Context: an optimization exercise on an open-source flow, tuned for small area, a short achievable clock period and few clock cycles per item. The choices shown serve that exercise and are no tape-out recipe.
No run shown here included a check of the RTL's function; only the layout flow was run.
Power is estimated from default activity; no workload was simulated.

==> design/flow/config.mk <==
export PLATFORM = sky130hd
export DESIGN_NAME = lc4_ooo_core
export DESIGN_NICKNAME = lc4_ooo_core
export VERILOG_FILES = /design/flow/design.v
export SDC_FILE = /design/flow/constraint.sdc
export NUM_CORES = 4
export LEC_CHECK = 0
export CAP_MARGIN = 20
export CORE_MARGIN = 2
export CORE_UTILIZATION = 40
export CTS_CLUSTER_DIAMETER = 120
export CTS_CLUSTER_SIZE = 22
export SLEW_MARGIN = 20
==> design/flow/constraint.sdc <==
create_clock -name core_clock -period 9.0 [get_ports {gwe}]
set_input_delay 1.8000 -clock core_clock [delete_from_list [all_inputs] [get_ports {gwe}]]
set_output_delay 1.8000 -clock core_clock [all_outputs]
set_load 0.01 [all_outputs]
==> design/flow/design.v <==
`default_nettype none
package lc4_pkg;
   localparam logic [15:0] RESET_PC = 16'h8200;
   localparam logic [3:0] OP_ARITH = 4'b0001;
   localparam logic [3:0] OP_LOGIC = 4'b0101;
   localparam logic [3:0] OP_CONST = 4'b1001;
   function automatic logic insn_writes_rd(input logic [15:0] insn);
      case (insn[15:12])
         OP_ARITH: insn_writes_rd = insn[5] || (insn[4:3] != 2'b11);
         OP_LOGIC: insn_writes_rd = 1'b1;
         OP_CONST: insn_writes_rd = 1'b1;
         default:  insn_writes_rd = 1'b0;
      endcase
   endfunction
endpackage
`default_nettype wire
`timescale 1ns/1ps
`default_nettype none
module lc4_mul_csa (
   input  logic [15:0] a,
   input  logic [7:0]  one,    
   input  logic [7:0]  two,    
   input  logic [7:0]  neg,    
   output logic [15:0] s,
   output logic [15:0] c
);
   logic one0, two0, neg0;
   logic pp0_0;
   logic pp0_1;
   logic pp0_2;
   logic pp0_3;
   logic pp0_4;
   logic pp0_5;
   logic pp0_6;
   logic pp0_7;
   logic pp0_8;
   logic pp0_9;
   logic pp0_10;
   logic pp0_11;
   logic pp0_12;
   logic pp0_13;
   logic pp0_14;
   logic pp0_15;
   logic one1, two1, neg1;
   logic pp1_0;
   logic pp1_1;
   logic pp1_2;
   logic pp1_3;
   logic pp1_4;
   logic pp1_5;
   logic pp1_6;
   logic pp1_7;
   logic pp1_8;
   logic pp1_9;
   logic pp1_10;
   logic pp1_11;
   logic pp1_12;
   logic pp1_13;
   logic one2, two2, neg2;
   logic pp2_0;
   logic pp2_1;
   logic pp2_2;
   logic pp2_3;
   logic pp2_4;
   logic pp2_5;
   logic pp2_6;
   logic pp2_7;
   logic pp2_8;
   logic pp2_9;
   logic pp2_10;
   logic pp2_11;
   logic one3, two3, neg3;
   logic pp3_0;
   logic pp3_1;
   logic pp3_2;
   logic pp3_3;
   logic pp3_4;
   logic pp3_5;
   logic pp3_6;
   logic pp3_7;
   logic pp3_8;
   logic pp3_9;
   logic one4, two4, neg4;
   logic pp4_0;
   logic pp4_1;
   logic pp4_2;
   logic pp4_3;
   logic pp4_4;
   logic pp4_5;
   logic pp4_6;
   logic pp4_7;
   logic one5, two5, neg5;
   logic pp5_0;
   logic pp5_1;
   logic pp5_2;
   logic pp5_3;
   logic pp5_4;
   logic pp5_5;
   logic one6, two6, neg6;
   logic pp6_0;
   logic pp6_1;
   logic pp6_2;
   logic pp6_3;
   logic one7, two7, neg7;
   logic pp7_0;
   logic pp7_1;
   logic hs0, hc0;
   logic hs1, hc1;
   logic fs2, fc2;
   logic hs3, hc3;
   logic fs4, fc4;
   logic hs5, hc5;
   logic fs6, fc6;
   logic fs7, fc7;
   logic hs8, hc8;
   logic fs9, fc9;
   logic fs10, fc10;
   logic hs11, hc11;
   logic hs12, hc12;
   logic hs13, hc13;
   logic fs14, fc14;
   logic hs15, hc15;
   logic fs16, fc16;
   logic hs17, hc17;
   logic fs18, fc18;
   logic fs19, fc19;
   logic fs20, fc20;
   logic fs21, fc21;
   logic fs22, fc22;
   logic fs23, fc23;
   logic fs24, fc24;
   logic fs25, fc25;
   logic fs26, fc26;
   logic fs27, fc27;
   logic fs28, fc28;
   logic fs29, fc29;
   logic hs30, hc30;
   logic hs31, hc31;
   logic fs32, fc32;
   logic fs33, fc33;
   logic fs34, fc34;
   logic fs35, fc35;
   logic fs36, fc36;
   logic fs37, fc37;
   logic fs38, fc38;
   logic fs39, fc39;
   logic fs40, fc40;
   logic fs41, fc41;
   logic hs42, hc42;
   logic hs43, hc43;
   logic fs44, fc44;
   logic fs45, fc45;
   logic fs46, fc46;
   logic fs47, fc47;
   logic fs48, fc48;
   logic fs49, fc49;
   logic fs50, fc50;
   logic fs51, fc51;
   logic fs52, fc52;
   logic fs53, fc53;
   logic fs54, fc54;
   logic fs55, fc55;
   assign one0 = one[0];
   assign two0 = two[0];
   assign neg0 = neg[0];
   assign pp0_0 = (one0 & a[0]) ^ neg0;
   assign pp0_1 = ((one0 & a[1]) | (two0 & a[0])) ^ neg0;
   assign pp0_2 = ((one0 & a[2]) | (two0 & a[1])) ^ neg0;
   assign pp0_3 = ((one0 & a[3]) | (two0 & a[2])) ^ neg0;
   assign pp0_4 = ((one0 & a[4]) | (two0 & a[3])) ^ neg0;
   assign pp0_5 = ((one0 & a[5]) | (two0 & a[4])) ^ neg0;
   assign pp0_6 = ((one0 & a[6]) | (two0 & a[5])) ^ neg0;
   assign pp0_7 = ((one0 & a[7]) | (two0 & a[6])) ^ neg0;
   assign pp0_8 = ((one0 & a[8]) | (two0 & a[7])) ^ neg0;
   assign pp0_9 = ((one0 & a[9]) | (two0 & a[8])) ^ neg0;
   assign pp0_10 = ((one0 & a[10]) | (two0 & a[9])) ^ neg0;
   assign pp0_11 = ((one0 & a[11]) | (two0 & a[10])) ^ neg0;
   assign pp0_12 = ((one0 & a[12]) | (two0 & a[11])) ^ neg0;
   assign pp0_13 = ((one0 & a[13]) | (two0 & a[12])) ^ neg0;
   assign pp0_14 = ((one0 & a[14]) | (two0 & a[13])) ^ neg0;
   assign pp0_15 = ((one0 & a[15]) | (two0 & a[14])) ^ neg0;
   assign one1 = one[1];
   assign two1 = two[1];
   assign neg1 = neg[1];
   assign pp1_0 = (one1 & a[0]) ^ neg1;
   assign pp1_1 = ((one1 & a[1]) | (two1 & a[0])) ^ neg1;
   assign pp1_2 = ((one1 & a[2]) | (two1 & a[1])) ^ neg1;
   assign pp1_3 = ((one1 & a[3]) | (two1 & a[2])) ^ neg1;
   assign pp1_4 = ((one1 & a[4]) | (two1 & a[3])) ^ neg1;
   assign pp1_5 = ((one1 & a[5]) | (two1 & a[4])) ^ neg1;
   assign pp1_6 = ((one1 & a[6]) | (two1 & a[5])) ^ neg1;
   assign pp1_7 = ((one1 & a[7]) | (two1 & a[6])) ^ neg1;
   assign pp1_8 = ((one1 & a[8]) | (two1 & a[7])) ^ neg1;
   assign pp1_9 = ((one1 & a[9]) | (two1 & a[8])) ^ neg1;
   assign pp1_10 = ((one1 & a[10]) | (two1 & a[9])) ^ neg1;
   assign pp1_11 = ((one1 & a[11]) | (two1 & a[10])) ^ neg1;
   assign pp1_12 = ((one1 & a[12]) | (two1 & a[11])) ^ neg1;
   assign pp1_13 = ((one1 & a[13]) | (two1 & a[12])) ^ neg1;
   assign one2 = one[2];
   assign two2 = two[2];
   assign neg2 = neg[2];
   assign pp2_0 = (one2 & a[0]) ^ neg2;
   assign pp2_1 = ((one2 & a[1]) | (two2 & a[0])) ^ neg2;
   assign pp2_2 = ((one2 & a[2]) | (two2 & a[1])) ^ neg2;
   assign pp2_3 = ((one2 & a[3]) | (two2 & a[2])) ^ neg2;
   assign pp2_4 = ((one2 & a[4]) | (two2 & a[3])) ^ neg2;
   assign pp2_5 = ((one2 & a[5]) | (two2 & a[4])) ^ neg2;
   assign pp2_6 = ((one2 & a[6]) | (two2 & a[5])) ^ neg2;
   assign pp2_7 = ((one2 & a[7]) | (two2 & a[6])) ^ neg2;
   assign pp2_8 = ((one2 & a[8]) | (two2 & a[7])) ^ neg2;
   assign pp2_9 = ((one2 & a[9]) | (two2 & a[8])) ^ neg2;
   assign pp2_10 = ((one2 & a[10]) | (two2 & a[9])) ^ neg2;
   assign pp2_11 = ((one2 & a[11]) | (two2 & a[10])) ^ neg2;
   assign one3 = one[3];
   assign two3 = two[3];
   assign neg3 = neg[3];
   assign pp3_0 = (one3 & a[0]) ^ neg3;
   assign pp3_1 = ((one3 & a[1]) | (two3 & a[0])) ^ neg3;
   assign pp3_2 = ((one3 & a[2]) | (two3 & a[1])) ^ neg3;
   assign pp3_3 = ((one3 & a[3]) | (two3 & a[2])) ^ neg3;
   assign pp3_4 = ((one3 & a[4]) | (two3 & a[3])) ^ neg3;
   assign pp3_5 = ((one3 & a[5]) | (two3 & a[4])) ^ neg3;
   assign pp3_6 = ((one3 & a[6]) | (two3 & a[5])) ^ neg3;
   assign pp3_7 = ((one3 & a[7]) | (two3 & a[6])) ^ neg3;
   assign pp3_8 = ((one3 & a[8]) | (two3 & a[7])) ^ neg3;
   assign pp3_9 = ((one3 & a[9]) | (two3 & a[8])) ^ neg3;
   assign one4 = one[4];
   assign two4 = two[4];
   assign neg4 = neg[4];
   assign pp4_0 = (one4 & a[0]) ^ neg4;
   assign pp4_1 = ((one4 & a[1]) | (two4 & a[0])) ^ neg4;
   assign pp4_2 = ((one4 & a[2]) | (two4 & a[1])) ^ neg4;
   assign pp4_3 = ((one4 & a[3]) | (two4 & a[2])) ^ neg4;
   assign pp4_4 = ((one4 & a[4]) | (two4 & a[3])) ^ neg4;
   assign pp4_5 = ((one4 & a[5]) | (two4 & a[4])) ^ neg4;
   assign pp4_6 = ((one4 & a[6]) | (two4 & a[5])) ^ neg4;
   assign pp4_7 = ((one4 & a[7]) | (two4 & a[6])) ^ neg4;
   assign one5 = one[5];
   assign two5 = two[5];
   assign neg5 = neg[5];
   assign pp5_0 = (one5 & a[0]) ^ neg5;
   assign pp5_1 = ((one5 & a[1]) | (two5 & a[0])) ^ neg5;
   assign pp5_2 = ((one5 & a[2]) | (two5 & a[1])) ^ neg5;
   assign pp5_3 = ((one5 & a[3]) | (two5 & a[2])) ^ neg5;
   assign pp5_4 = ((one5 & a[4]) | (two5 & a[3])) ^ neg5;
   assign pp5_5 = ((one5 & a[5]) | (two5 & a[4])) ^ neg5;
   assign one6 = one[6];
   assign two6 = two[6];
   assign neg6 = neg[6];
   assign pp6_0 = (one6 & a[0]) ^ neg6;
   assign pp6_1 = ((one6 & a[1]) | (two6 & a[0])) ^ neg6;
   assign pp6_2 = ((one6 & a[2]) | (two6 & a[1])) ^ neg6;
   assign pp6_3 = ((one6 & a[3]) | (two6 & a[2])) ^ neg6;
   assign one7 = one[7];
   assign two7 = two[7];
   assign neg7 = neg[7];
   assign pp7_0 = (one7 & a[0]) ^ neg7;
   assign pp7_1 = ((one7 & a[1]) | (two7 & a[0])) ^ neg7;
   assign hs0 = pp0_10 ^ pp1_8;
   assign hc0 = pp0_10 & pp1_8;
   assign hs1 = pp0_11 ^ pp1_9;
   assign hc1 = pp0_11 & pp1_9;
   assign fs2 = pp0_12 ^ pp1_10 ^ pp2_8;
   assign fc2 = (pp0_12 & pp1_10) | (pp0_12 & pp2_8) | (pp1_10 & pp2_8);
   assign hs3 = pp3_6 ^ pp4_4;
   assign hc3 = pp3_6 & pp4_4;
   assign fs4 = pp0_13 ^ pp1_11 ^ pp2_9;
   assign fc4 = (pp0_13 & pp1_11) | (pp0_13 & pp2_9) | (pp1_11 & pp2_9);
   assign hs5 = pp3_7 ^ pp4_5;
   assign hc5 = pp3_7 & pp4_5;
   assign fs6 = pp0_14 ^ pp1_12 ^ pp2_10;
   assign fc6 = (pp0_14 & pp1_12) | (pp0_14 & pp2_10) | (pp1_12 & pp2_10);
   assign fs7 = pp3_8 ^ pp4_6 ^ pp5_4;
   assign fc7 = (pp3_8 & pp4_6) | (pp3_8 & pp5_4) | (pp4_6 & pp5_4);
   assign hs8 = pp6_2 ^ pp7_0;
   assign hc8 = pp6_2 & pp7_0;
   assign fs9 = pp0_15 ^ pp1_13 ^ pp2_11;
   assign fc9 = (pp0_15 & pp1_13) | (pp0_15 & pp2_11) | (pp1_13 & pp2_11);
   assign fs10 = pp3_9 ^ pp4_7 ^ pp5_5;
   assign fc10 = (pp3_9 & pp4_7) | (pp3_9 & pp5_5) | (pp4_7 & pp5_5);
   assign hs11 = pp6_3 ^ pp7_1;
   assign hc11 = pp6_3 & pp7_1;
   assign hs12 = pp0_6 ^ pp1_4;
   assign hc12 = pp0_6 & pp1_4;
   assign hs13 = pp0_7 ^ pp1_5;
   assign hc13 = pp0_7 & pp1_5;
   assign fs14 = pp0_8 ^ pp1_6 ^ pp2_4;
   assign fc14 = (pp0_8 & pp1_6) | (pp0_8 & pp2_4) | (pp1_6 & pp2_4);
   assign hs15 = pp3_2 ^ pp4_0;
   assign hc15 = pp3_2 & pp4_0;
   assign fs16 = pp0_9 ^ pp1_7 ^ pp2_5;
   assign fc16 = (pp0_9 & pp1_7) | (pp0_9 & pp2_5) | (pp1_7 & pp2_5);
   assign hs17 = pp3_3 ^ pp4_1;
   assign hc17 = pp3_3 & pp4_1;
   assign fs18 = hs0 ^ pp2_6 ^ pp3_4;
   assign fc18 = (hs0 & pp2_6) | (hs0 & pp3_4) | (pp2_6 & pp3_4);
   assign fs19 = pp4_2 ^ pp5_0 ^ neg5;
   assign fc19 = (pp4_2 & pp5_0) | (pp4_2 & neg5) | (pp5_0 & neg5);
   assign fs20 = hc0 ^ hs1 ^ pp2_7;
   assign fc20 = (hc0 & hs1) | (hc0 & pp2_7) | (hs1 & pp2_7);
   assign fs21 = pp3_5 ^ pp4_3 ^ pp5_1;
   assign fc21 = (pp3_5 & pp4_3) | (pp3_5 & pp5_1) | (pp4_3 & pp5_1);
   assign fs22 = hc1 ^ fs2 ^ hs3;
   assign fc22 = (hc1 & fs2) | (hc1 & hs3) | (fs2 & hs3);
   assign fs23 = pp5_2 ^ pp6_0 ^ neg6;
   assign fc23 = (pp5_2 & pp6_0) | (pp5_2 & neg6) | (pp6_0 & neg6);
   assign fs24 = fc2 ^ hc3 ^ fs4;
   assign fc24 = (fc2 & hc3) | (fc2 & fs4) | (hc3 & fs4);
   assign fs25 = hs5 ^ pp5_3 ^ pp6_1;
   assign fc25 = (hs5 & pp5_3) | (hs5 & pp6_1) | (pp5_3 & pp6_1);
   assign fs26 = fc4 ^ hc5 ^ fs6;
   assign fc26 = (fc4 & hc5) | (fc4 & fs6) | (hc5 & fs6);
   assign fs27 = fs7 ^ hs8 ^ neg7;
   assign fc27 = (fs7 & hs8) | (fs7 & neg7) | (hs8 & neg7);
   assign fs28 = fc6 ^ fc7 ^ hc8;
   assign fc28 = (fc6 & fc7) | (fc6 & hc8) | (fc7 & hc8);
   assign fs29 = fs9 ^ fs10 ^ hs11;
   assign fc29 = (fs9 & fs10) | (fs9 & hs11) | (fs10 & hs11);
   assign hs30 = pp0_4 ^ pp1_2;
   assign hc30 = pp0_4 & pp1_2;
   assign hs31 = pp0_5 ^ pp1_3;
   assign hc31 = pp0_5 & pp1_3;
   assign fs32 = hs12 ^ pp2_2 ^ pp3_0;
   assign fc32 = (hs12 & pp2_2) | (hs12 & pp3_0) | (pp2_2 & pp3_0);
   assign fs33 = hc12 ^ hs13 ^ pp2_3;
   assign fc33 = (hc12 & hs13) | (hc12 & pp2_3) | (hs13 & pp2_3);
   assign fs34 = hc13 ^ fs14 ^ hs15;
   assign fc34 = (hc13 & fs14) | (hc13 & hs15) | (fs14 & hs15);
   assign fs35 = fc14 ^ hc15 ^ fs16;
   assign fc35 = (fc14 & hc15) | (fc14 & fs16) | (hc15 & fs16);
   assign fs36 = fc16 ^ hc17 ^ fs18;
   assign fc36 = (fc16 & hc17) | (fc16 & fs18) | (hc17 & fs18);
   assign fs37 = fc18 ^ fc19 ^ fs20;
   assign fc37 = (fc18 & fc19) | (fc18 & fs20) | (fc19 & fs20);
   assign fs38 = fc20 ^ fc21 ^ fs22;
   assign fc38 = (fc20 & fc21) | (fc20 & fs22) | (fc21 & fs22);
   assign fs39 = fc22 ^ fc23 ^ fs24;
   assign fc39 = (fc22 & fc23) | (fc22 & fs24) | (fc23 & fs24);
   assign fs40 = fc24 ^ fc25 ^ fs26;
   assign fc40 = (fc24 & fc25) | (fc24 & fs26) | (fc25 & fs26);
   assign fs41 = fc26 ^ fc27 ^ fs28;
   assign fc41 = (fc26 & fc27) | (fc26 & fs28) | (fc27 & fs28);
   assign hs42 = pp0_2 ^ pp1_0;
   assign hc42 = pp0_2 & pp1_0;
   assign hs43 = pp0_3 ^ pp1_1;
   assign hc43 = pp0_3 & pp1_1;
   assign fs44 = hs30 ^ pp2_0 ^ neg2;
   assign fc44 = (hs30 & pp2_0) | (hs30 & neg2) | (pp2_0 & neg2);
   assign fs45 = hc30 ^ hs31 ^ pp2_1;
   assign fc45 = (hc30 & hs31) | (hc30 & pp2_1) | (hs31 & pp2_1);
   assign fs46 = hc31 ^ fs32 ^ neg3;
   assign fc46 = (hc31 & fs32) | (hc31 & neg3) | (fs32 & neg3);
   assign fs47 = fc32 ^ fs33 ^ pp3_1;
   assign fc47 = (fc32 & fs33) | (fc32 & pp3_1) | (fs33 & pp3_1);
   assign fs48 = fc33 ^ fs34 ^ neg4;
   assign fc48 = (fc33 & fs34) | (fc33 & neg4) | (fs34 & neg4);
   assign fs49 = fc34 ^ fs35 ^ hs17;
   assign fc49 = (fc34 & fs35) | (fc34 & hs17) | (fs35 & hs17);
   assign fs50 = fc35 ^ fs36 ^ fs19;
   assign fc50 = (fc35 & fs36) | (fc35 & fs19) | (fs36 & fs19);
   assign fs51 = fc36 ^ fs37 ^ fs21;
   assign fc51 = (fc36 & fs37) | (fc36 & fs21) | (fs37 & fs21);
   assign fs52 = fc37 ^ fs38 ^ fs23;
   assign fc52 = (fc37 & fs38) | (fc37 & fs23) | (fs38 & fs23);
   assign fs53 = fc38 ^ fs39 ^ fs25;
   assign fc53 = (fc38 & fs39) | (fc38 & fs25) | (fs39 & fs25);
   assign fs54 = fc39 ^ fs40 ^ fs27;
   assign fc54 = (fc39 & fs40) | (fc39 & fs27) | (fs40 & fs27);
   assign fs55 = fc40 ^ fs41 ^ fs29;
   assign fc55 = (fc40 & fs41) | (fc40 & fs29) | (fs41 & fs29);
   assign s[0] = pp0_0;
   assign c[0] = neg0;
   assign s[1] = pp0_1;
   assign c[1] = 1'b0;
   assign s[2] = hs42;
   assign c[2] = neg1;
   assign s[3] = hc42;
   assign c[3] = hs43;
   assign s[4] = hc43;
   assign c[4] = fs44;
   assign s[5] = fc44;
   assign c[5] = fs45;
   assign s[6] = fc45;
   assign c[6] = fs46;
   assign s[7] = fc46;
   assign c[7] = fs47;
   assign s[8] = fc47;
   assign c[8] = fs48;
   assign s[9] = fc48;
   assign c[9] = fs49;
   assign s[10] = fc49;
   assign c[10] = fs50;
   assign s[11] = fc50;
   assign c[11] = fs51;
   assign s[12] = fc51;
   assign c[12] = fs52;
   assign s[13] = fc52;
   assign c[13] = fs53;
   assign s[14] = fc53;
   assign c[14] = fs54;
   assign s[15] = fc54;
   assign c[15] = fs55;
endmodule
module lc4_booth (
   input  logic [15:0] b,
   output logic [7:0]  one,
   output logic [7:0]  two,
   output logic [7:0]  neg
);
   logic [16:0] bx;
   assign bx = {b, 1'b0};
   always_comb
      for (int j = 0; j < 8; j++) begin
         one[j] = bx[2*j+1] ^ bx[2*j];
         two[j] = (bx[2*j+2] & ~bx[2*j+1] & ~bx[2*j]) | (~bx[2*j+2] & bx[2*j+1] & bx[2*j]);
         neg[j] = bx[2*j+2];
      end
endmodule
`default_nettype wire
`timescale 1ns/1ps
`default_nettype none
module lc4_ooo_core (
   input  logic        gwe,
   input  logic        rst_n,
   output logic [15:0] imem_addr,
   input  logic [15:0] imem_out,
   output logic        commit_valid,
   output logic [15:0] commit_pc,
   output logic [15:0] commit_insn,
   output logic [15:0] commit_value,
   output logic        commit_we,
   output logic [2:0]  commit_reg,
   output logic [2:0]  commit_nzp
);
   logic [15:0] pc_f;
   logic        d_valid;
   logic [15:0] d_insn;
   logic        x_valid, x_we, x_mulph;
   logic [15:0] x_insn, x_a, x_b;
   logic [7:0]  x_one, x_two;           
   logic [7:0]  x_neg;                  
   logic        c_valid, c_we, c_zero;
   logic [15:0] c_pc, c_insn, c_value;
   logic [15:0] rf [8];
   logic [7:0]  rf_ok;
   logic        x_sub, x_and, x_or, x_xor, x_mul;
   logic        stall, x_wr;
   logic [15:0] sum, res, mul_s, mul_c;
   assign stall = x_valid && x_mul && !x_mulph;    
   assign sum   = x_a + (x_b ^ {16{x_sub}}) + {15'd0, x_sub};
   assign x_neg = {x_b[15], x_b[13], x_b[11], x_b[9], x_b[7], x_b[5], x_b[3], x_b[1]};
   lc4_mul_csa i_mul (.a(x_a), .one(x_one), .two(x_two), .neg(x_neg), .s(mul_s), .c(mul_c));
   always_comb begin
      if (x_and)
         res = x_a & x_b;
      else if (x_or)
         res = x_a | x_b;
      else if (x_xor)
         res = x_a ^ x_b;
      else
         res = sum;
   end
   assign x_wr = x_valid && x_we && !stall;
   logic [3:0]  d_op;
   logic [2:0]  d_rs, d_rt, d_fn;
   logic [15:0] rf_a, rf_b, d_imm, a_next, b_next;
   logic [7:0]  b_one, b_two, b_neg;    
   logic        d_arith, d_logic, d_const, d_imm_sel, d_not, byp_a, byp_b, use_a, d_mul;
   assign d_op      = d_insn[15:12];
   assign d_fn      = d_insn[5:3];
   assign d_rs      = d_insn[8:6];
   assign d_rt      = d_insn[2:0];
   assign d_arith   = (d_op == lc4_pkg::OP_ARITH);
   assign d_logic   = (d_op == lc4_pkg::OP_LOGIC);
   assign d_const   = (d_op == lc4_pkg::OP_CONST);
   assign d_not     = d_logic && (d_fn == 3'b001);
   assign d_mul     = d_arith && (d_fn == 3'b001);
   assign d_imm_sel = d_const || d_not || (d_fn[2] && (d_arith || d_logic));
   assign d_imm     = d_const ? {{7{d_insn[8]}}, d_insn[8:0]} :
                      d_not   ? 16'hffff : {{11{d_insn[4]}}, d_insn[4:0]};
   assign use_a     = !d_const;
   assign rf_a      = (use_a && rf_ok[d_rs]) ? rf[d_rs] : 16'h0000;
   assign rf_b      = rf_ok[d_rt] ? rf[d_rt] : 16'h0000;
   assign byp_a     = use_a && x_wr && (x_insn[11:9] == d_rs);
   assign byp_b     = x_wr && (x_insn[11:9] == d_rt);
   assign a_next    = byp_a ? res : rf_a;
   assign b_next    = d_imm_sel ? d_imm : (byp_b ? res : rf_b);
   lc4_booth i_booth (.b(b_next), .one(b_one), .two(b_two), .neg(b_neg));
   assign imem_addr = pc_f;
   always_ff @(posedge gwe or negedge rst_n) begin
      if (!rst_n) begin
         pc_f    <= lc4_pkg::RESET_PC;
         c_pc    <= lc4_pkg::RESET_PC;
         d_valid <= 1'b0;
         x_valid <= 1'b0;
         x_mulph <= 1'b0;
         c_valid <= 1'b0;
         rf_ok   <= '0;
      end else begin
         pc_f    <= pc_f + {15'd0, !(d_valid && d_mul && !stall)};
         c_pc    <= c_pc + {15'd0, c_valid};
         d_valid <= 1'b1;
         if (!stall)
            x_valid <= d_valid;
         x_mulph <= stall;
         c_valid <= x_valid && !stall;
         if (x_wr)
            rf_ok[x_insn[11:9]] <= 1'b1;
      end
   end
   always_ff @(posedge gwe) begin
      d_insn <= imem_out;
      x_one  <= b_one;
      x_two  <= b_two;
      if (stall) begin
         x_a <= mul_s;
         x_b <= mul_c;
      end else begin
         x_insn <= d_insn;
         x_we   <= lc4_pkg::insn_writes_rd(d_insn);
         x_sub  <= d_arith && (d_fn == 3'b010);
         x_mul  <= d_mul;
         x_and  <= d_logic && (d_fn == 3'b000 || d_fn[2]);
         x_or   <= d_logic && (d_fn == 3'b010);
         x_xor  <= d_logic && (d_fn == 3'b011 || d_fn == 3'b001);
         x_a    <= a_next;
         x_b    <= b_next;
      end
      c_insn  <= x_insn;
      c_we    <= x_we;
      c_value <= res;
      c_zero  <= (res == 16'h0000);
      if (x_wr)
         rf[x_insn[11:9]] <= res;
   end
   assign commit_valid = c_valid;
   assign commit_pc    = c_pc;
   assign commit_insn  = c_insn;
   assign commit_value = c_value;
   assign commit_we    = c_we;
   assign commit_reg   = c_insn[11:9];
   assign commit_nzp   = {c_value[15], c_zero, !c_value[15] && !c_zero};
endmodule
`default_nettype wire
==> design/flow/flow/run.sh <==
#!/bin/bash
# Standard layout (the standard.sh), with plain buffers on the ports and a
# tighter setup repair target. Each tool's output goes to a log in this folder.
set -euo pipefail
bash standard.sh BUFFER_PORTS_ARGS="-buffer_cell sky130_fd_sc_hd__buf_2" SETUP_SLACK_MARGIN=5.5 finish > flow_make.log 2>&1
==> design/flow/standard.sh <==
#!/bin/bash
# synth_recipe.tcl (not shown) runs the flow's synth.tcl, then flattens the netlist and writes it again
# the make line also repeats each setting of config.mk as NAME=value (left out here)
make -C /OpenROAD-flow-scripts/flow DESIGN_CONFIG=/design/flow/config.mk WORK_HOME=/design/flow/orfs CLKGATE_MAP_FILE= SYNTH_SCRIPT=/design/flow/synth_recipe.tcl "${@:-finish}"
==> impl_results.md, run 1 <==
- Status: complete, no violations
- Placed cell count: 1870
- Unrepaired setup endpoints after global routing: true
- WP data arrival: 4040 ps
- Layout net count: 1504
- Final Max Slew Viols: 0
- Util after Layout: 0.452
- Slew HR: 0.295
- Fin cells: 1918
- Fin crit share: 0.401
- Worst setup EP type: flop
- Multi-input logic area: 0.00790 mm2
- Crit-path slowest cell: or4b_1
- Wire per inst: 21.5 um
- Net Sw Frac: 0.370
- Starting Density: 0.403
- Die Height: 204 um
- Initial antenna violation count: 0
- Asr flop ratio synth: 0.151
- Synthesized area per cell: 12.2 um2
- Post-DP Area: 0.0170 mm2
- Storage element area: 0.00763 mm2
- Met3 Resource Use GR: 0.0224
- Via density: 5.57
- Synth area leaders: edfxtp_1, dfxtp_1, mux4_2, dfrtp_1, xnor2_1
- Final setup vio count: 0
- Switch Pwr: 1.63 mW
- Minimum clock period after layout: 3610 ps
- Seq/Total Area, Yosys: 0.476
- Combinational power share: 0.392
- CTS Buf Count: 17
- Met1 GRT Util: 0.277
- Cell mode on critical path: or4b_1
- VDD IR max: 116 uV
- Maxcap violations: 0
- CP Cell Sequence: buf_4 > xor2_1 > ha_1 > or4b_1 > a211o_1 > o211ai_4 > nor2_4 > or4b_1 > or3_4 > or4_4 > nor4_2
- FMAX: 277 MHz
- Clk pwr share: 0.190
- Leading area contributor after synthesis: edfxtp_1
- Placer Congestion: 0.848
- Post-Route WL: 41300 um
- Total Routing Usage GR: 0.199
- Area delta synth->final: 12.2%
- Antenna Cells: 0
- Yosys warns: 2
- Die area: 0.0414 mm2
- Top_reg_cell synth: edfxtp_1
- CTS tree: built
- Global-route wire length before repair: 63800 um
- Most frequent cells in the layout: edfxtp_1, xnor2_1, buf_2
- Dpl hpwl: 28500 um
- Top Family by Delay on Critical Path: simple AND/OR/NAND/NOR gates
- IO Pins: 90
- Clock Path Buffers: 3
- Critical path buffers and inverters: 1
- Layout cells sized above 1: 0.230
- # DRC: 0
- Mapped Nets: 1428
- Largest net degree at the start of global routing: 52
- Slew @ Worst Pin: 1060 ps
- Clk root buf: clkbuf_16
- # rows: 73
- H-Tree Depth: 1
- Die W: 204 um
- Clock transition at path regs: 100 ps
- Critical path type: reg -> reg
- Pwr Density: 247 mW/mm2
- GRT met2 Usage: 0.337
- Worst Hold Class: reg -> reg
- Yosys top cell area share: 0.283
- Global route overflow: 0
- Fin Clk Skew: 21.6 ps
- Hold Violations, Final: 0
- Post-synth EDFFs: 150
- Global route hottest layer: met2
- Filler cell count: 3622
- Post-Syn Instances: 1306
- Drt first pass iters: 5
- Antenna Nets Post-Route: 0
- Detailed router's first-iteration violation count: 904
- Core ar.: 0.0395 mm2
- Number of global-route vias before repair: 10700
- Most common cell after layout, fill and taps aside: edfxtp_1
- CP Max Fanout: 8
- Worst skew pair latency: 520 ps
- Clock sinks: 292
- Mapped cell area: 0.0159 mm2
- Startpoint types: flop
- Number of buffers added on ports: 89
- Tot Pwr: 4.40 mW
- Pint: 2.78 mW
- Share of power burned in registers: 0.418
- Setup tns final: 0 ps
- Worst path required time: 9430 ps
- Leakage: 7.00 nW
- Final non-filler cell area: 0.0179 mm2
- Yosys reg bits: 292
- Worst stage delay on the critical path: 490 ps
- Synth unique cells: 75
- Via count: 10700
path summary, 6_finish.rpt:
kind                                     start                    to  slack [ps]  depth (start not counted)
setup / recovery               x_sub$_DFFE_PN_        c_zero$_DFF_P_        5390                         11
hold / removal             x_insn[6]$_DFFE_PN_     c_insn[6]$_DFF_P_         350                          0
setup reg to reg               x_sub$_DFFE_PN_        c_zero$_DFF_P_        5390                         11
hold reg to reg            x_insn[6]$_DFFE_PN_     c_insn[6]$_DFF_P_         350                          0
max in group asynchronous                rst_n     c_pc[9]$_DFF_PN1_        7350                          1
min in group asynchronous                rst_n  rf_ok[4]$_DFFE_PN0P_        1260                          1
final cells by class:
class                   instances  area share
well taps                     525      0.0368
clock buffers                  27      0.0259
inverters                      82      0.0174
multi-input cells             851       0.442
repair buffers                138      0.0472
clock inverters                 3     0.00308
flip-flops and latches        292       0.427
per-stage QoR:
stage,setup WS (ps),hold WS [ps]
global route,5300,353
detailed placement,4680,328
floorplan,5450,323
CTS,5430,349
finish,5390,345
global placement,4770,326
cell usage after synthesis, types with 7 or more instances:
library cell / number
xnor2_1: 110
mux4_2: 68
a22oi_1: 69
or3_1: 7
fa_1: 34
a221oi_1: 19
mux2i_1: 25
dfxtp_1: 98
a21oi_1: 43
mux2_2: 20
buf_1: 11
clkbuf_1: 62
nand2_1: 68
nor2_1: 77
nor3_1: 16
inv_1: 77
ha_1: 70
xor2_1: 38
dfrtp_1: 40
o21ai_0: 19
nand3_1: 29
a21o_1: 8
and3_1: 9
nand2b_1: 11
edfxtp_1: 150
kinds of logic after synthesis:
kind of cell / Yosys count / share of synthesized area
xor+xnor: 148 / 0.0814
other cells: 1 / 0.000236
simple gates: 257 / 0.0774
buf+inv: 163 / 0.0398
fa+ha+maj: 104 / 0.0978
compound gates: 228 / 0.102
mux: 113 / 0.126
flops: 292 / 0.476
state kept, by name, summed over array words and instances (netlist names), 16 cells and up:
signal   flops
c_pc        16
pc_f        16
c_insn      16
x_b         16
x_insn      16
d_insn      16
c_value     16
rf         128
x_a         16
metal layers:
metal / routed length, um / vias to the layer above / share of wire
li1: - / 4910 / -
met1: 18600 / 5444 / 0.45
met2: 20000 / 268 / 0.49
met3: 1840 / 58 / 0.045
met4: 766 / 0 / 0.019
met5: 0 / - / 0
power groups by stage:
stage               logic, mW  clock network [mW]  registers (mW)
global placement         1.60                   0            1.85
finish                   1.73               0.836            1.84
CTS                      1.68               0.864            1.83
global route             1.94               0.904            1.86
floorplan                1.19                   0            1.77
detailed placement       1.64                   0            1.86
repair_timing:
item                                    CTS  global route
gates resized for setup                  34            30
cloned                                    0             0
endpoints found under the setup margin   78            18
pin swaps                                 5             3
buffers inserted                          8            10
hold buffers                              0             0
==> run 2, diff against run 1 <==
--- a/design/flow/design.v
+++ b/design/flow/design.v
@@ -438,10 +438,8 @@
    logic        x_valid, x_we, x_mulph;
    logic [15:0] x_insn, x_a, x_b;
-   logic [7:0]  x_one, x_two;           
-   logic [7:0]  x_neg;                  
+   logic [7:0]  x_one, x_two, x_neg;    
    logic        c_valid, c_we, c_zero;
    logic [15:0] c_pc, c_insn, c_value;
    logic [15:0] rf [8];
-   logic [7:0]  rf_ok;
    logic        x_sub, x_and, x_or, x_xor, x_mul;
    logic        stall, x_wr;
@@ -449,5 +447,4 @@
    assign stall = x_valid && x_mul && !x_mulph;    
    assign sum   = x_a + (x_b ^ {16{x_sub}}) + {15'd0, x_sub};
-   assign x_neg = {x_b[15], x_b[13], x_b[11], x_b[9], x_b[7], x_b[5], x_b[3], x_b[1]};
    lc4_mul_csa i_mul (.a(x_a), .one(x_one), .two(x_two), .neg(x_neg), .s(mul_s), .c(mul_c));
    always_comb begin
@@ -465,5 +462,5 @@
    logic [2:0]  d_rs, d_rt, d_fn;
    logic [15:0] rf_a, rf_b, d_imm, a_next, b_next;
-   logic [7:0]  b_one, b_two, b_neg;    
+   logic [7:0]  b_one, b_two, b_neg;
    logic        d_arith, d_logic, d_const, d_imm_sel, d_not, byp_a, byp_b, use_a, d_mul;
    assign d_op      = d_insn[15:12];
@@ -480,6 +477,6 @@
                       d_not   ? 16'hffff : {{11{d_insn[4]}}, d_insn[4:0]};
    assign use_a     = !d_const;
-   assign rf_a      = (use_a && rf_ok[d_rs]) ? rf[d_rs] : 16'h0000;
-   assign rf_b      = rf_ok[d_rt] ? rf[d_rt] : 16'h0000;
+   assign rf_a      = use_a ? rf[d_rs] : 16'h0000;
+   assign rf_b      = rf[d_rt];
    assign byp_a     = use_a && x_wr && (x_insn[11:9] == d_rs);
    assign byp_b     = x_wr && (x_insn[11:9] == d_rt);
@@ -496,5 +493,4 @@
          x_mulph <= 1'b0;
          c_valid <= 1'b0;
-         rf_ok   <= '0;
       end else begin
          pc_f    <= pc_f + {15'd0, !(d_valid && d_mul && !stall)};
@@ -505,6 +501,4 @@
          x_mulph <= stall;
          c_valid <= x_valid && !stall;
-         if (x_wr)
-            rf_ok[x_insn[11:9]] <= 1'b1;
       end
    end
@@ -513,4 +507,5 @@
       x_one  <= b_one;
       x_two  <= b_two;
+      x_neg  <= b_neg;
       if (stall) begin
          x_a <= mul_s;
@@ -531,6 +526,7 @@
       c_value <= res;
       c_zero  <= (res == 16'h0000);
-      if (x_wr)
-         rf[x_insn[11:9]] <= res;
+      for (int i = 0; i < 8; i++)
+         if (!rst_n || (x_wr && x_insn[11:9] == i[2:0]))
+            rf[i] <= res & {16{rst_n}};
    end
    assign commit_valid = c_valid;
==> impl_results.md, run 2 <==
- Layout net count: 1672 (was 1504)
- Slew HR: 0.372 (was 0.295)
- Post-Route WL: 46500 um (was 41300 um)
- Pint: 3.54 mW (was 2.78 mW)
- Reg2reg path depth: 11 (unchanged)
- Top_reg_cell synth: edfxtp_1 (unchanged)
- Antenna Nets Post-Route: 0 (unchanged)
- Top-count cell post-synth: edfxtp_1 (unchanged)
- Clk pwr share: 0.134 (was 0.190)
- Fin Clk Skew: 22.2 ps (was 21.6 ps)
- Wire per inst: 22.3 um (was 21.5 um)
- FMAX: 291 MHz (was 277 MHz)
- Seq/Total Area, Yosys: 0.464 (was 0.476)
- Clk root buf: clkbuf_16 (unchanged)
- Die area: 0.0422 mm2 (was 0.0414 mm2)
- Hold slack: 346 ps (was 345 ps)
- Dpl hpwl: 32900 um (was 28500 um)
- Leakage: 7.27 nW (was 7.00 nW)
- Final non-filler cell area: 0.0179 mm2 (about the same)
- Via density: 5.69 (was 5.57)
- Largest net degree at the start of global routing: 61 (was 52)
- Dpl ws: 5020 ps (was 4680 ps)
- Net Sw Frac: 0.422 (was 0.370)
- Yosys reg bits: 292 (unchanged)
- Yosys warns: 3 (was 2)
- # DRC: 0 (unchanged)
- Synth area leaders: edfxtp_1, dfxtp_1, ha_1, dfrtp_1, xnor2_1 (was edfxtp_1, dfxtp_1, mux4_2, dfrtp_1, xnor2_1)
- Antenna Cells: 0 (unchanged)
- Leading area contributor after synthesis: edfxtp_1 (unchanged)
- H-Tree Depth: 1 (unchanged)
- Setup tns final: 0 ps (unchanged)
- Worst path required time: 9410 ps (was 9430 ps)
- Post-DP Area: 0.0172 mm2 (was 0.0170 mm2)
- Final setup vio count: 0 (unchanged)
- Worst setup EP type: flop (unchanged)
- Number of global-route vias before repair: 11400 (was 10700)
- Initial antenna violation count: 1 (was 0)
- Detailed router's first-iteration violation count: 1029 (was 904)
- VDD IR max: 204 uV (was 116 uV)
- CTS tree: built (unchanged)
- Most instantiated cells after synthesis: edfxtp_1, dfxtp_1, nand2_1 (was edfxtp_1, xnor2_1, dfxtp_1)
- Synthesized area per cell: 10.8 um2 (was 12.2 um2)
- Worst skew pair latency: 530 ps (was 520 ps)
- Worst Hold Class: reg -> reg (unchanged)
- Critical path type: reg -> reg (unchanged)
- Number of buffers added on ports: 89 (unchanged)
- Pwr Density: 342 mW/mm2 (was 247 mW/mm2)
- Global route overflow: 0 (unchanged)
- Switch Pwr: 2.58 mW (was 1.63 mW)
- Synth unique cells: 88 (was 75)
- Post-CTS Hold Fix Bufs: 0 (unchanged)
- IO Pins: 90 (unchanged)
- Maxcap violations: 0 (unchanged)
- Minimum clock period after layout: 3440 ps (was 3610 ps)
- Clock Path Buffers: 3 (unchanged)
- Core ar.: 0.0399 mm2 (was 0.0395 mm2)
- Yosys top cell area share: 0.278 (was 0.283)
- Hold Crit Depth: 0 (unchanged)
- Via count: 11900 (was 10700)
- Slew @ Worst Pin: 934 ps (was 1060 ps)
- Post-synth EDFFs: 150 (unchanged)
- Final Max Slew Viols: 0 (unchanged)
- Starting Density: 0.407 (was 0.403)
- Most frequent cells in the layout: edfxtp_1, nand2_1, inv_1 (was edfxtp_1, xnor2_1, buf_2)
- Combinational power share: 0.516 (was 0.392)
- Drt first pass iters: 5 (unchanged)
- Die Height: 205 um (was 204 um)
- Die W: 205 um (was 204 um)
- Most common cell after layout, fill and taps aside: edfxtp_1 (unchanged)
- Placer Congestion: 0.933 (was 0.848)
- Global-route wire length before repair: 70100 um (was 63800 um)
- WP data arrival: 3850 ps (was 4040 ps)
- Final WS setup: 5560 ps (was 5390 ps)
- Mapped cell area: 0.0162 mm2 (was 0.0159 mm2)
- Layout cells sized above 1: 0.157 (was 0.230)
- Post-Syn Instances: 1504 (was 1306)
- Fin crit share: 0.382 (was 0.401)
- Clock sinks: 292 (unchanged)
- Startpoint types: flop (unchanged)
- Unrepaired setup endpoints after global routing: true (unchanged)
- CTS Buf Count: 17 (unchanged)
- Max reg flops: 128 (unchanged)
- Hold Violations, Final: 0 (unchanged)
- Area delta synth->final: 10.3% (was 12.2%)
- Mapped Nets: 1623 (was 1428)
- Share of power burned in registers: 0.349 (was 0.418)
- # rows: 73 (unchanged)
- CP Max Fanout: 17 (was 8)
- Total Routing Usage GR: 0.220 (was 0.199)
- Status: complete, no violations (unchanged)
- Asr flop ratio synth: 0.123 (was 0.151)
- Clock transition at path regs: 100 ps (about the same)
-- run 2: cell families after synthesis --
family	Yosys count	share of synthesized area
AO/OA/AOI/OAI	361	0.151
XOR/XNOR	145	0.0791
adder cells (fa/ha/maj)	101	0.0936
buffers and inverters	192	0.0475
flip-flops	292	0.464
multiplexers	66	0.0578
other	1	0.000231
AND/OR/NAND/NOR	346	0.107
-- run 2: stage by stage --
| step | utilization | power, mW | cells |
|---|---|---|---|
| floorplan | - | 4.17 | 1504 |
| global placement | 0.431 | 5.17 | 2052 |
| detailed placement | 0.431 | 5.23 | 2052 |
| CTS | 0.445 | 6.09 | 2084 |
| global route | 0.448 | 6.60 | 2089 |
| finish | 0.448 | 6.12 | 2089 |
-- run 2: final timing paths --
kind                                startpoint            endpoint  slack (ps)
max reg2reg                   x_neg[0]$_DFF_P_     x_b[15]$_DFF_P_        5560
min in group asynchronous                rst_n  pc_f[12]$_DFF_PN0_        1440
min                        x_insn[7]$_DFFE_PN_   c_insn[7]$_DFF_P_         350
min reg2reg                x_insn[7]$_DFFE_PN_   c_insn[7]$_DFF_P_         350
max                           x_neg[0]$_DFF_P_     x_b[15]$_DFF_P_        5560
max in group asynchronous                rst_n  c_pc[12]$_DFF_PN0_        7050
-- run 2: area by class of cell --
class / instances / area [um2]
Clock buffer: 28 / 477
Clock inverter: 2 / 25.0
Fill cell: 3703 / 22000
Inverter: 97 / 364
Multi-Input combinational cell: 1020 / 8050
Sequential cell: 292 / 7580
Tap cell: 525 / 657
Timing Repair Buffer: 125 / 732
-- run 2: per-layer routing --
layer	share of wire	GRT usage	wire (um)	up-vias
met5	0.00028	0	13	-
met3	0.061	0.0276	2840	67
met1	0.44	0.311	20500	5898
met4	0.028	0.0591	1310	2
li1	-	-	-	5492
met2	0.47	0.356	21900	428
-- run 2: power by group through the flow --
stage	Combinational, mW	Clock [mW]	Sequential [mW]
after floorplan	2.16	0	2.00
after global placement	3.03	0	2.14
after detailed placement	3.08	0	2.15
after CTS	3.12	0.840	2.13
after global routing	3.53	0.890	2.18
final	3.16	0.823	2.14
-- run 2: critical path, stage by stage, from the launching register on --
cell and delay [ps]:
dfxtp_2 680, xnor2_1 170, fa_1 510, inv_1 60, fa_1 510, fa_1 440
xnor2_1 200, xnor2_1 110, xnor2_1 220, xnor2_1 110, xnor2_1 230, a22oi_1 90
-- run 2: what timing repair did --
item / 4_1_cts / 5_1_grt
gates resized for setup: 18 / 30
pin swaps: 0 / 2
hold endpoints to repair: 0 / 0
endpoints found under the setup margin: 96 / 64
setup buffers: 2 / 5
==> run 3, diff against run 2 <==
--- a/design/flow/design.v
+++ b/design/flow/design.v
@@ -477,6 +477,12 @@
                       d_not   ? 16'hffff : {{11{d_insn[4]}}, d_insn[4:0]};
    assign use_a     = !d_const;
-   assign rf_a      = use_a ? rf[d_rs] : 16'h0000;
-   assign rf_b      = rf[d_rt];
+   always_comb begin
+      rf_a = 16'h0000;
+      rf_b = 16'h0000;
+      for (int i = 0; i < 8; i++) begin
+         rf_a = rf_a | (rf[i] & {16{use_a && d_rs == i[2:0]}});
+         rf_b = rf_b | (rf[i] & {16{d_rt == i[2:0]}});
+      end
+   end
    assign byp_a     = use_a && x_wr && (x_insn[11:9] == d_rs);
    assign byp_b     = x_wr && (x_insn[11:9] == d_rt);
==> design/flow/flow/run.sh (replaced) <==
#!/bin/bash
# Standard layout (the standard.sh), with plain buffers on the ports and a
# tighter setup repair target. Each tool's output goes to a log in this folder.
set -euo pipefail
bash standard.sh BUFFER_PORTS_ARGS="-buffer_cell sky130_fd_sc_hd__buf_1" SETUP_SLACK_MARGIN=5.5 finish > flow_make.log 2>&1
==> impl_results.md, run 3 <==
- Status: complete, no violations (unchanged)
- Starting Density: 0.408 (was 0.407)
- Placer Congestion: 0.939 (was 0.933)
- End of the worst register-to-register path: x_b[15]$_DFF_P_ (unchanged)
- Number of buffers added on ports: 89 (unchanged)
- Minimum clock period after layout: 3510 ps (was 3440 ps)
- Number of global-route vias before repair: 11300 (was 11400)
- Total Routing Usage GR: 0.224 (was 0.220)
- Drt first pass iters: 5 (unchanged)
- Post-synth EDFFs: 150 (unchanged)
- Synthesized area per cell: 11.1 um2 (was 10.8 um2)
- Critical path buffers and inverters: 3 (was 1)
- CP Cell Sequence: clkbuf_2 > buf_4 > clkinv_1 > nor4_2 (was xnor2_1 > fa_1 > inv_1 > fa_1 > fa_1 > xnor2_1 > xnor2_1 > xnor2_1 > xnor2_1 > xnor2_1 > a22oi_1)
- Largest net degree at the start of global routing: 78 (was 61)
- Worst skew pair latency: 530 ps (about the same)
- Critical path type: in -> reg (was reg -> reg)
- Asr flop ratio synth: 0.123 (unchanged)
- Hold Violations, Final: 0 (unchanged)
- Detailed router's first-iteration violation count: 1127 (was 1029)
- Core ar.: 0.0389 mm2 (was 0.0399 mm2)
- Area delta synth->final: 10.3% (about the same)
- IO Pins: 90 (unchanged)
- # DRC: 0 (unchanged)
- Post-Synth Simple-Gate Area: 0.103 (was 0.107)
- Maxcap violations: 0 (unchanged)
- Post-Syn Instances: 1435 (was 1504)
- FMAX: 285 MHz (was 291 MHz)
- Worst path required time: 9230 ps (was 9410 ps)
- Mapped cell area: 0.0159 mm2 (was 0.0162 mm2)
- Clk root buf: clkbuf_16 (unchanged)
- Mux cell area share after synthesis: 0.0521 (was 0.0578)
- Layout cells sized above 1: 0.114 (was 0.157)
- Clk pwr share: 0.123 (was 0.134)
- Leading area contributor after synthesis: edfxtp_1 (unchanged)
- Global route overflow: 0 (unchanged)
- Post-Synth XOR/XNOR Area: 0.0822 (was 0.0791)
- Die W: 203 um (was 205 um)
- Final setup vio count: 0 (unchanged)
- Net Sw Frac: 0.435 (was 0.422)
- Synth unique cells: 81 (was 88)
- CTS Buf Count: 17 (unchanged)
- Crit-path slowest cell: nor4_2 (was dfxtp_2)
- Reg2reg path depth: 12 (was 11)
- Share of power burned in registers: 0.343 (was 0.349)
- Top Family by Delay on Critical Path: buffers and inverters (was adder cells)
- Hold Crit Depth: 0 (unchanged)
- Final Max Slew Viols: 0 (unchanged)
- Startpoint types: primary input (was flop)
- Worst r2r src: x_neg[2]$_DFF_P_ (was x_neg[0]$_DFF_P_)
- Yosys warns: 3 (unchanged)
- Yosys top cell area share: 0.284 (was 0.278)
- Seq/Total Area, Yosys: 0.474 (was 0.464)
- Die Height: 203 um (was 205 um)
- Post-Synth Adder-Cell Area: 0.0957 (was 0.0936)
- H-Tree Depth: 1 (unchanged)
- Hold path start: x_insn[1]$_DFFE_PN_ (was x_insn[7]$_DFFE_PN_)
- Unrepaired setup endpoints after global routing: true (unchanged)
- Via count: 11800 (was 11900)
- Slew HR: 0.280 (was 0.372)
- Pint: 3.70 mW (was 3.54 mW)
- Storage element area: 0.00758 mm2 (about the same)
- CTS tree: built (unchanged)
- Final WS setup: 5490 ps (was 5560 ps)
- Via density: 5.85 (was 5.69)
- Dpl ws: 4640 ps (was 5020 ps)
- Initial antenna violation count: 0 (was 1)
- Synth area leaders: edfxtp_1, dfxtp_1, a22oi_1, ha_1, xnor2_1 (was edfxtp_1, dfxtp_1, ha_1, dfrtp_1, xnor2_1)
- CP Max Fanout: 52 (was 17)
- Mapped Nets: 1554 (was 1623)
- Clock Path Buffers: 3 (unchanged)
- Largest family of logic cells by synthesized area: compound AO/OA/AOI/OAI gates (unchanged)
- Most frequent cells in the layout: edfxtp_1, a22oi_1, nor2_1 (was edfxtp_1, nand2_1, inv_1)
- Multi-input logic area: 0.00789 mm2 (was 0.00805 mm2)
- Hold endpoint: c_insn[1]$_DFF_P_ (was c_insn[7]$_DFF_P_)
- Most common cell after layout, fill and taps aside: edfxtp_1 (unchanged)
- VDD IR max: 277 uV (was 204 uV)
- Fin crit share: 0.390 (was 0.382)
- Clock sinks: 292 (unchanged)
- Top_reg_cell synth: edfxtp_1 (unchanged)
- Hold slack: 345 ps (was 346 ps)
- Post-CTS Hold Fix Bufs: 0 (unchanged)
- Filler cell count: 3625 (was 3703)
- Antenna Cells: 0 (unchanged)
- Layout net count: 1607 (was 1672)
- Max reg flops: 128 (unchanged)
- Worst setup EP type: flop (unchanged)
- Top-count cell post-synth: edfxtp_1 (unchanged)
- Fin Clk Skew: 21.4 ps (was 22.2 ps)
- Most instantiated cells after synthesis: edfxtp_1, a22oi_1, dfxtp_1 (was edfxtp_1, dfxtp_1, nand2_1)
- Combinational power share: 0.534 (was 0.516)
- Slew @ Worst Pin: 1070 ps (was 934 ps)
- Yosys reg bits: 292 (unchanged)
- Setup tns final: 0 ps (unchanged)
- WP data arrival: 3740 ps (was 3850 ps)
- Leakage: 6.77 nW (was 7.27 nW)
- Synth Area in Compound Gates: 0.148 (was 0.151)
- Pwr Density: 373 mW/mm2 (was 342 mW/mm2)
- Worst Hold Class: reg -> reg (unchanged)
- Wire per inst: 23.3 um (was 22.3 um)
- Global-route wire length before repair: 70200 um (was 70100 um)
- Tot Pwr: 6.54 mW (was 6.12 mW)
- Post-Route WL: 47000 um (was 46500 um)
- Clock transition at path regs: 90 ps (was 100 ps)
- Worst stage delay on the critical path: 780 ps (was 680 ps)
- Die area: 0.0413 mm2 (was 0.0422 mm2)
- Dpl hpwl: 32600 um (was 32900 um)
- Switch Pwr: 2.84 mW (was 2.58 mW)
- Antenna Nets Post-Route: 0 (unchanged)
- Reg2Reg Setup Slack: 5520 ps (was 5560 ps)
- # rows: 72 (was 73)
## run 3: cell count changes in the layout (fill, tap and decap cells not counted), sizes merged, moves of 7 or more
cell / delta
o21ai: -26
nor2b: -13
nand3: +8
a22oi: +54
inv: -13
o22ai: -7
nand2: -22
mux4: -7
a21oi: -30
nor2: +20
a211oi: -13
## run 3: area by class of cell
| cell class | instances | share of cell area |
|---|---|---|
| flip-flops and latches | 292 | 0.433 |
| inverters | 84 | 0.0180 |
| multi-input cells | 970 | 0.450 |
| repair buffers | 123 | 0.0339 |
| clock inverters | 2 | 0.00143 |
| clock buffers | 27 | 0.0264 |
| well taps | 518 | 0.0370 |
## run 3: per-stage QoR
stage	util	area, um2	instances
floorplan	-	15900	1435
global placement	0.430	16700	1978
detailed placement	0.430	16700	1978
CTS	0.445	17300	2010
global route	0.450	17500	2016
finish	0.450	17500	2016
## run 3: worst max path at each step
stage | start | endpoint | slack, ps | cells past startpoint
5_1_grt | rst_n | rf[6][2]$_DFFE_PP_ | 5290 | 4
6_report | rst_n | rf[0][8]$_DFFE_PP_ | 5490 | 4
3_3_place_gp | rst_n | rf[4][7]$_DFFE_PP_ | 4830 | 4
3_5_place_dp | rst_n | rf[3][12]$_DFFE_PP_ | 4640 | 4
4_1_cts | rst_n | rf[0][8]$_DFFE_PP_ | 5210 | 4
2_1_floorplan | x_neg[2]$_DFF_P_ | x_b[15]$_DFF_P_ | 5510 | 13
## run 3: power groups by stage
stage / clock, mW / sequential [mW] / combinational (mW)
detailed placement: 0 / 2.25 / 3.39
CTS: 0.820 / 2.24 / 3.42
finish: 0.802 / 2.24 / 3.49
global route: 0.873 / 2.29 / 3.86
floorplan: 0 / 2.08 / 2.37
global placement: 0 / 2.25 / 3.33
## run 3: repair_timing
item	in CTS	in global routing
setup endpoints to repair	128	94
gates resized for setup	32	30
pin swaps	1	4
setup buffers	3	6
## run 3: worst reg2reg max path, delay by kind of cell (launching register included)
family / cells / cell delay (ps)
AOI/OAI and AO/OA: 1 / 180
DFF: 1 / 580
and+or+nand+nor: 1 / 60
buffers and inverters: 1 / 60
adders and majority gates: 3 / 1510
xor gates and xnor gates: 6 / 1010
## run 3: metal layers
metal | wire (um) | track usage | vias to the layer above
li1 | - | - | 5307
met2 | 22100 | 0.361 | 492
met3 | 3610 | 0.0377 | 110
met4 | 1570 | 0.0727 | 0
met5 | 0 | 0 | -
met1 | 19700 | 0.308 | 5885
## run 3: cell families after synthesis
group	after synthesis
simple gates	329
xor+xnor	149
fa+ha+maj	101
mux	63
flops	292
other cells	1
buf+inv	173
compound gates	327
==> run 4, diff against run 3 <==
--- a/design/flow/design.v
+++ b/design/flow/design.v
@@ -434,5 +434,4 @@
 );
    logic [15:0] pc_f;
-   logic        d_valid;
    logic [15:0] d_insn;
    logic        x_valid, x_we, x_mulph;
@@ -442,4 +441,5 @@
    logic [15:0] c_pc, c_insn, c_value;
    logic [15:0] rf [8];
+   logic [7:0]  rf_ok;
    logic        x_sub, x_and, x_or, x_xor, x_mul;
    logic        stall, x_wr;
@@ -481,6 +481,6 @@
       rf_b = 16'h0000;
       for (int i = 0; i < 8; i++) begin
-         rf_a = rf_a | (rf[i] & {16{use_a && d_rs == i[2:0]}});
-         rf_b = rf_b | (rf[i] & {16{d_rt == i[2:0]}});
+         rf_a = rf_a | (rf[i] & {16{use_a && rf_ok[i] && d_rs == i[2:0]}});
+         rf_b = rf_b | (rf[i] & {16{rf_ok[i] && d_rt == i[2:0]}});
       end
    end
@@ -491,24 +491,27 @@
    lc4_booth i_booth (.b(b_next), .one(b_one), .two(b_two), .neg(b_neg));
    assign imem_addr = pc_f;
+   assign d_insn    = imem_out;
    always_ff @(posedge gwe or negedge rst_n) begin
       if (!rst_n) begin
          pc_f    <= lc4_pkg::RESET_PC;
          c_pc    <= lc4_pkg::RESET_PC;
-         d_valid <= 1'b0;
          x_valid <= 1'b0;
          x_mulph <= 1'b0;
          c_valid <= 1'b0;
+         rf_ok   <= '0;
       end else begin
-         pc_f    <= pc_f + {15'd0, !(d_valid && d_mul && !stall)};
-         c_pc    <= c_pc + {15'd0, c_valid};
-         d_valid <= 1'b1;
          if (!stall)
-            x_valid <= d_valid;
+            pc_f <= pc_f + 16'd1;
+         if (c_valid)
+            c_pc <= c_pc + 16'd1;
+         if (!stall)
+            x_valid <= 1'b1;
          x_mulph <= stall;
          c_valid <= x_valid && !stall;
+         if (x_wr)
+            rf_ok[x_insn[11:9]] <= 1'b1;
       end
    end
    always_ff @(posedge gwe) begin
-      d_insn <= imem_out;
       x_one  <= b_one;
       x_two  <= b_two;
@@ -532,7 +535,6 @@
       c_value <= res;
       c_zero  <= (res == 16'h0000);
-      for (int i = 0; i < 8; i++)
-         if (!rst_n || (x_wr && x_insn[11:9] == i[2:0]))
-            rf[i] <= res & {16{rst_n}};
+      if (x_wr)
+         rf[x_insn[11:9]] <= res;
    end
    assign commit_valid = c_valid;
==> impl_results.md, run 4 <==
- Status: complete, no violations (unchanged)
- Synthesized area per cell: 10.8 um2 (was 11.1 um2)
- Detailed router's first-iteration violation count: 1349 (was 1127)
- # rows: 71 (was 72)
- CTS Buf Count: 17 (unchanged)
- Layout net count: 1614 (was 1607)
- CTS tree: built (unchanged)
- Hold slack: 348 ps (was 345 ps)
- Post-Synth XOR/XNOR Area: 0.0862 (was 0.0822)
- Post-Route WL: 45100 um (was 47000 um)
- Startpoint types: primary input (unchanged)
- Global-route wire length before repair: 68200 um (was 70200 um)
- Initial antenna violation count: 0 (unchanged)
- Clock transition at path regs: 90 ps (about the same)
- Asr flop ratio synth: 0.152 (was 0.123)
- Starting Density: 0.408 (about the same)
- Fin Clk Skew: 42.9 ps (was 21.4 ps)
- Mapped Nets: 1546 (was 1554)
- Wire per inst: 22.4 um (was 23.3 um)
- CP Cell Sequence: buf_1 > and4bb_4 > nor3_2 > buf_4 > a22o_1 > a221oi_1 > nand3_1 > mux2i_1 > a21oi_1 (was clkbuf_2 > buf_4 > clkinv_1 > nor4_2)
- Util after Layout: 0.464 (was 0.450)
- Critical path buffers and inverters: 2 (was 3)
- Most instantiated cells after synthesis: a22oi_1, edfxtp_1, xnor2_1 (was edfxtp_1, a22oi_1, dfxtp_1)
- Maxcap violations: 0 (unchanged)
- WP data arrival: 3840 ps (was 3740 ps)
- Worst path required time: 9360 ps (was 9230 ps)
- Placed cell count: 1953 (was 1978)
- Core ar.: 0.0378 mm2 (was 0.0389 mm2)
- Dpl hpwl: 30300 um (was 32600 um)
- Antenna Nets Post-Route: 0 (unchanged)
- Global route overflow: 0 (unchanged)
- Unrepaired setup endpoints after global routing: true (unchanged)
- Max reg flops: 128 (unchanged)
- Die Height: 200 um (was 203 um)
- Synth Area in Compound Gates: 0.173 (was 0.148)
- # DRC: 0 (unchanged)
- Antenna Cells: 0 (unchanged)
- Top_reg_cell synth: edfxtp_1 (unchanged)
- Worst stage delay on the critical path: 480 ps (was 780 ps)
- Critical path type: in -> reg (unchanged)
- Slew @ Worst Pin: 906 ps (was 1070 ps)
- Most common cell after layout, fill and taps aside: a22oi_1 (was edfxtp_1)
- Final WS setup: 5520 ps (was 5490 ps)
- Clock Path Buffers: 3 (unchanged)
- CP Max Fanout: 16 (was 52)
- Top-count cell post-synth: a22oi_1 (was edfxtp_1)
- Worst Hold Class: reg -> reg (unchanged)
- Leading area contributor after synthesis: edfxtp_1 (unchanged)
- Layout cells sized above 1: 0.132 (was 0.114)
- Placer Congestion: 0.911 (was 0.939)
- Number of buffers added on ports: 89 (unchanged)
- Post-Syn Instances: 1426 (was 1435)
- H-Tree Depth: 1 (unchanged)
- Synth unique cells: 77 (was 81)
- Hold Violations, Final: 0 (unchanged)
- Drt first pass iters: 6 (was 5)
- Post-CTS Hold Fix Bufs: 0 (unchanged)
- Seq/Total Area, Yosys: 0.479 (was 0.474)
- Worst skew pair latency: 530 ps (about the same)
- Via density: 5.83 (was 5.85)
- Top Family by Delay on Critical Path: simple AND/OR/NAND/NOR gates (was buffers and inverters)
- Largest net degree at the start of global routing: 67 (was 78)
- Fin crit share: 0.387 (was 0.390)
- Yosys reg bits: 283 (was 292)
- Final setup vio count: 0 (unchanged)
- Leakage: 6.58 nW (was 6.77 nW)
- Mux cell area share after synthesis: 0.0132 (was 0.0521)
- Worst setup EP type: flop (unchanged)
- Synth area leaders: edfxtp_1, dfxtp_1, a22oi_1, dfrtp_1, ha_1 (was edfxtp_1, dfxtp_1, a22oi_1, ha_1, xnor2_1)
- Clock sinks: 283 (was 292)
- Pwr Density: 239 mW/mm2 (was 373 mW/mm2)
- Final Max Slew Viols: 0 (unchanged)
- Crit-path slowest cell: and4bb_4 (was nor4_2)
- Post-Synth Adder-Cell Area: 0.0993 (was 0.0957)
- Tot Pwr: 4.20 mW (was 6.54 mW)
- Clk root buf: clkbuf_16 (unchanged)
- Area delta synth->final: 13.9% (was 10.3%)
- VDD IR max: 156 uV (was 277 uV)
- Yosys top cell area share: 0.292 (was 0.284)
- Slew HR: 0.394 (was 0.280)
- Number of global-route vias before repair: 11500 (was 11300)
- Final non-filler cell area: 0.0176 mm2 (was 0.0175 mm2)
- Via count: 11800 (about the same)
- Setup tns final: 0 ps (unchanged)
- IO Pins: 90 (unchanged)
- Yosys warns: 2 (was 3)
- Total Routing Usage GR: 0.216 (was 0.224)
- Die area: 0.0401 mm2 (was 0.0413 mm2)
- Dpl ws: 4190 ps (was 4640 ps)
- Minimum clock period after layout: 3480 ps (was 3510 ps)
- Post-DP Area: 0.0164 mm2 (was 0.0167 mm2)
- Die W: 200 um (was 203 um)
- Most frequent cells in the layout: a22oi_1, edfxtp_1, xnor2_1 (was edfxtp_1, a22oi_1, nor2_1)
- FMAX: 287 MHz (was 285 MHz)
- Post-synth EDFFs: 150 (unchanged)
- Mapped cell area: 0.0154 mm2 (was 0.0159 mm2)
- Post-Synth Simple-Gate Area: 0.102 (was 0.103)
- Fin cells: 2016 (unchanged)
- Largest family of logic cells by synthesized area: compound AO/OA/AOI/OAI gates (unchanged)
==> run 4: changes by cell type in the layout (fill, tap and decap cells not counted), sizes merged, moves of 11 or more <==
cell,delta
mux2i,-18
nor2,-17
buf,+24
and2,-11
mux2,-11
dfxtp,-16
nand3,-15
mux4,-14
nand4,+20
a22oi,+41
==> run 4: report_power, final <==
part | leakage (nW) | switching [mW] | total, mW | internal [mW]
sequential | 2.71 | 0.190 | 1.76 | 1.57
combinational | 3.63 | 0.966 | 1.64 | 0.674
clock | 0.239 | 0.430 | 0.796 | 0.366
==> run 4: cells by family (layout without fill, tap and decap cells) <==
kind of cell,count (synthesis),in the layout
AO/OA/AOI/OAI,372,372
AND/OR/NAND/NOR,312,313
flip-flops,283,283
buffers and inverters,186,264
XOR/XNOR,150,150
adder cells (fa/ha/maj),102,102
multiplexers,20,20
other,1,1
==> run 4: layer usage <==
layer / vias to the layer above / track usage / routed length [um]
met2: 501 / 0.360 / 21400
met3: 105 / 0.0218 / 3060
met1: 5807 / 0.298 / 19300
li1: 5347 / - / -
met4: 0 / 0.0672 / 1450
met5: - / 0 / 0
==> run 4: layout make-up <==
cell class / count / area (um2)
sequential: 283 / 7440
fill: 3513 / 20300
tap: 511 / 639
inverter: 85 / 319
multi-input combinational: 958 / 7780
clock buffer: 27 / 463
clock inverter: 3 / 36.3
timing repair buffer: 149 / 892
==> run 4: final timing paths <==
path                                         to  cells past startpoint                start  slack [ps]
setup reg to reg                x_b[15]$_DFF_P_                     12     x_one[2]$_DFF_P_        5600
max in group asynchronous   pc_f[2]$_DFFE_PN0N_                      1                rst_n        7300
min in group asynchronous  rf_ok[4]$_DFFE_PN0P_                      1                rst_n        1260
hold reg to reg               c_insn[0]$_DFF_P_                      0  x_insn[0]$_DFFE_PN_         350
setup / recovery                 x_a[1]$_DFF_P_                      9         imem_out[14]        5520
hold / removal                c_insn[0]$_DFF_P_                      0  x_insn[0]$_DFFE_PN_         350
==> run 4: repair_timing <==
action                                  4_1_cts  5_1_grt
buffers inserted                             17       14
gates cloned                                  1        1
resized for setup                            39       74
endpoints found under the setup margin      117       57
pin swaps                                     4       11
==> run 4: worst reg2reg max path: stages, from the launching register on <==
cell,delay (ps)
dfxtp_4,410
a22oi_1,230
xnor2_1,130
fa_1,540
inv_1,50
fa_1,510
fa_2,440
xnor2_2,160
xnor2_1,190
xnor2_1,120
xnor2_1,240
xnor2_2,170
a2bb2oi_2,90

[port drivers added, routing unchanged]
The flow's constraints put no driver on any port. The routed layouts listed below were extracted and timed again, unchanged, in two steps.
Step 1 assumes that a clkbuf_16 drives the clock port and a buf_2 every other input.
Step 2 moves the port delays by t, midway between the first and last clock arrival at a register: inputs arrive t later, outputs are due t later. That takes back most of the time a late clock gives input paths.
a / b / c = ideal ports / drivers / drivers and shift; a / b = the first two.
run | shift t [ns] | setup WS [ns] | worst data-port slew with drivers (ns)
run 1 | 0.563 | 5.390 / 5.390 / 5.390 | 0.05
run 2 | 0.573 | 5.563 / 5.563 / 5.481 | 0.05
run 3 | 0.569 | 5.492 / 5.520 / 4.951 | 0.05
run 4 | 0.557 | 5.520 / 5.540 / 4.983 | 0.05
After both steps setup and hold are still met in every run listed. The setup slack of run 3, which loses most, moves by +0.028 ns with the drivers and by -0.541 ns with both steps.
